Source: an optimization exercise on an open RTL-to-GDS flow (aim: small area). Production flows keep margins and buffers that such runs may drop.
The RTL was checked by simulation tests, not by an equivalence proof against the original design.
No activity file was given, so power comes from the tool's default toggle rates. No driver is modelled on the clock port, so clocking that relies on it looks cheaper here than on a real chip.

## before
==> flow/design.v <==
module fft32_input_loader #(
  parameter int DATA_W      = 24,
  parameter int N           = 32,
  parameter int HOLD_CYCLES = 8
) (
  input  logic                clk,
  input  logic                rst_n,
  input  logic                in_valid,
  output logic                in_ready,
  input  logic [DATA_W-1:0]   in_data,
  input  logic                in_last,
  output logic [N*DATA_W-1:0] xn_bus,
  output logic                start,
  output logic                busy,
  output logic                frame_err,
  output logic [15:0]         frame_cnt
);
  localparam int IDX_W = $clog2(N);
  localparam int HC_W  = $clog2(HOLD_CYCLES + 1);
  localparam logic [HC_W-1:0]  HOLD_LOAD = HC_W'(HOLD_CYCLES);
  localparam logic [IDX_W-1:0] LAST_IDX  = IDX_W'(N - 1);
  logic [IDX_W-1:0]        wr_idx_q;
  logic                    fill_full_q;
  logic [HC_W-1:0]         hold_cnt_q;
  logic [15:0]             frame_cnt_q;
  logic                    frame_err_q;
  logic                    ready_en_q;
  logic                    shift_q;       
  logic [DATA_W-1:0]       stage_q;       
  logic [(N-1)*DATA_W-1:0] chain_q;       
  logic [N*DATA_W-1:0]     xn_q;
  logic accept;
  assign in_ready = ready_en_q && !fill_full_q;
  assign accept   = in_valid && in_ready;
  always_ff @(posedge clk) begin
    stage_q <= in_data;
    shift_q <= accept;
    if (shift_q) begin
      chain_q <= {stage_q, chain_q[(N-1)*DATA_W-1:DATA_W]};
    end
    if (fill_full_q) begin
      xn_q <= {stage_q, chain_q};
    end
  end
  always_ff @(posedge clk or negedge rst_n) begin
    if (!rst_n) begin
      wr_idx_q    <= '0;
      fill_full_q <= 1'b0;
      hold_cnt_q  <= '0;
      frame_cnt_q <= '0;
      frame_err_q <= 1'b0;
      ready_en_q  <= 1'b0;
    end else begin
      ready_en_q  <= 1'b1;
      frame_err_q <= 1'b0;
      if (accept) begin
        if (in_last || wr_idx_q == LAST_IDX) begin
          wr_idx_q    <= '0;
          fill_full_q <= in_last && (wr_idx_q == LAST_IDX);
          frame_err_q <= !(in_last && (wr_idx_q == LAST_IDX));
        end else begin
          wr_idx_q <= wr_idx_q + IDX_W'(1);
        end
      end
      if (fill_full_q) begin
        fill_full_q <= 1'b0;
        hold_cnt_q  <= HOLD_LOAD;
        frame_cnt_q <= frame_cnt_q + 16'd1;
      end else if (hold_cnt_q != '0) begin
        hold_cnt_q <= hold_cnt_q - HC_W'(1);
      end
    end
  end
  assign xn_bus    = xn_q;
  assign start     = (hold_cnt_q == HOLD_LOAD);
  assign busy      = (hold_cnt_q != '0);
  assign frame_err = frame_err_q;
  assign frame_cnt = frame_cnt_q;
endmodule
Settings: LEC_CHECK=0, CAP_MARGIN=20, CORE_MARGIN=2, CORE_UTILIZATION=65, SLEW_MARGIN=20; clock period 4.0 ns.
standard.sh (not shown) runs the stock make flow with config.mk's settings and CLKGATE_MAP_FILE= SYNTH_SCRIPT=/design/flow/synth_recipe.tcl, a recipe that flattens the netlist after the stock synthesis.
==> flow/flow/run.sh <==
#!/bin/bash
# The standard ORFS layout, with two changes:
#  - every input and output port still gets its own buffer, but a buf_1 instead of the
#    default choice (clkdlybuf4s50_1, 2.7x the area);
#  - the clock tree uses larger sink clusters and no dummy loads.
# Each ORFS step writes its full log under orfs/logs/; make's own output goes to make.log.
set -euo pipefail
cd "$(dirname "$0")/.."
bash standard.sh \
  'BUFFER_PORTS_ARGS=-buffer_cell sky130_fd_sc_hd__buf_1' \
  'CTS_ARGS=-sink_clustering_enable -repair_clock_nets -sink_clustering_size 30 -sink_clustering_max_diameter 80 -dont_use_dummy_load' \
  finish > make.log 2>&1
before | status: complete | timing, DRC, antenna: pass
[inputs] after vs before
--- a/flow/design.v
+++ b/flow/design.v
@@ -27,4 +27,6 @@
   logic                    ready_en_q;
   logic                    shift_q;       
+  logic                    shift_n_q;     
+  logic                    full_n_q;      
   logic [DATA_W-1:0]       stage_q;       
   logic [(N-1)*DATA_W-1:0] chain_q;       
@@ -33,14 +35,16 @@
   assign in_ready = ready_en_q && !fill_full_q;
   assign accept   = in_valid && in_ready;
+  logic fill_full_d;
   always_ff @(posedge clk) begin
-    stage_q <= in_data;
-    shift_q <= accept;
-    if (shift_q) begin
-      chain_q <= {stage_q, chain_q[(N-1)*DATA_W-1:DATA_W]};
-    end
-    if (fill_full_q) begin
-      xn_q <= {stage_q, chain_q};
-    end
+    stage_q   <= in_data;
+    shift_q   <= accept;
+    shift_n_q <= !accept;
+    full_n_q  <= !fill_full_d;
+    chain_q   <= ({(N-1)*DATA_W{shift_q}}   & {stage_q, chain_q[(N-1)*DATA_W-1:DATA_W]})
+               | ({(N-1)*DATA_W{shift_n_q}} & chain_q);
+    xn_q      <= ({N*DATA_W{fill_full_q}} & {stage_q, chain_q})
+               | ({N*DATA_W{full_n_q}}    & xn_q);
   end
+  assign fill_full_d = accept ? (in_last && (wr_idx_q == LAST_IDX)) : 1'b0;
   always_ff @(posedge clk or negedge rst_n) begin
     if (!rst_n) begin
- Compared with before, after shows a higher transition time at the pin with the least slew margin.
- Worst relative slew slack in after vs before: down 4.5 points
- Of the two values seen for dominant combinational cell family by area after synthesis, simple AND/OR/NAND/NOR gates was produced by before and compound AO/OA/AOI/OAI gates by after.
- On sequential share of layout area, the lower figure sits with after, not before.
- In the reports for before and after, the larger clock power share belongs to after.
- after against before; total of plain and repair buffers excluding clock buffers is up by a few percent.

-- what the ideal ports hide --
The flow's constraints put no driver on any port. The routed layouts listed below were extracted and timed again, unchanged, in two steps. Step 1, drivers: a clkbuf_16 drives clk and a buf_2 each remaining input, both assumed. Step 2 also shifts input and output timing later by t, the mid clock arrival at the registers, as if the neighbouring blocks saw the same clock. Three values: ideal, step 1, step 2; two values: the first two.
| run | t, ns | setup WS [ns] | hold WS [ns] | latest minus earliest clock arrival (ns) | worst slew at a driven data input, ns |
|---|---|---|---|---|---|
| before | 0.707 | 1.192 / 1.128 / 1.754 | 0.136 / 0.100 / 0.424 | 0.043 / 0.043 | 0.12 |
| after | 0.724 | 1.092 / 1.023 / 1.747 | 0.215 / 0.172 / 0.470 | 0.036 / 0.037 | 0.13 |
After both steps every run listed still meets setup and hold.
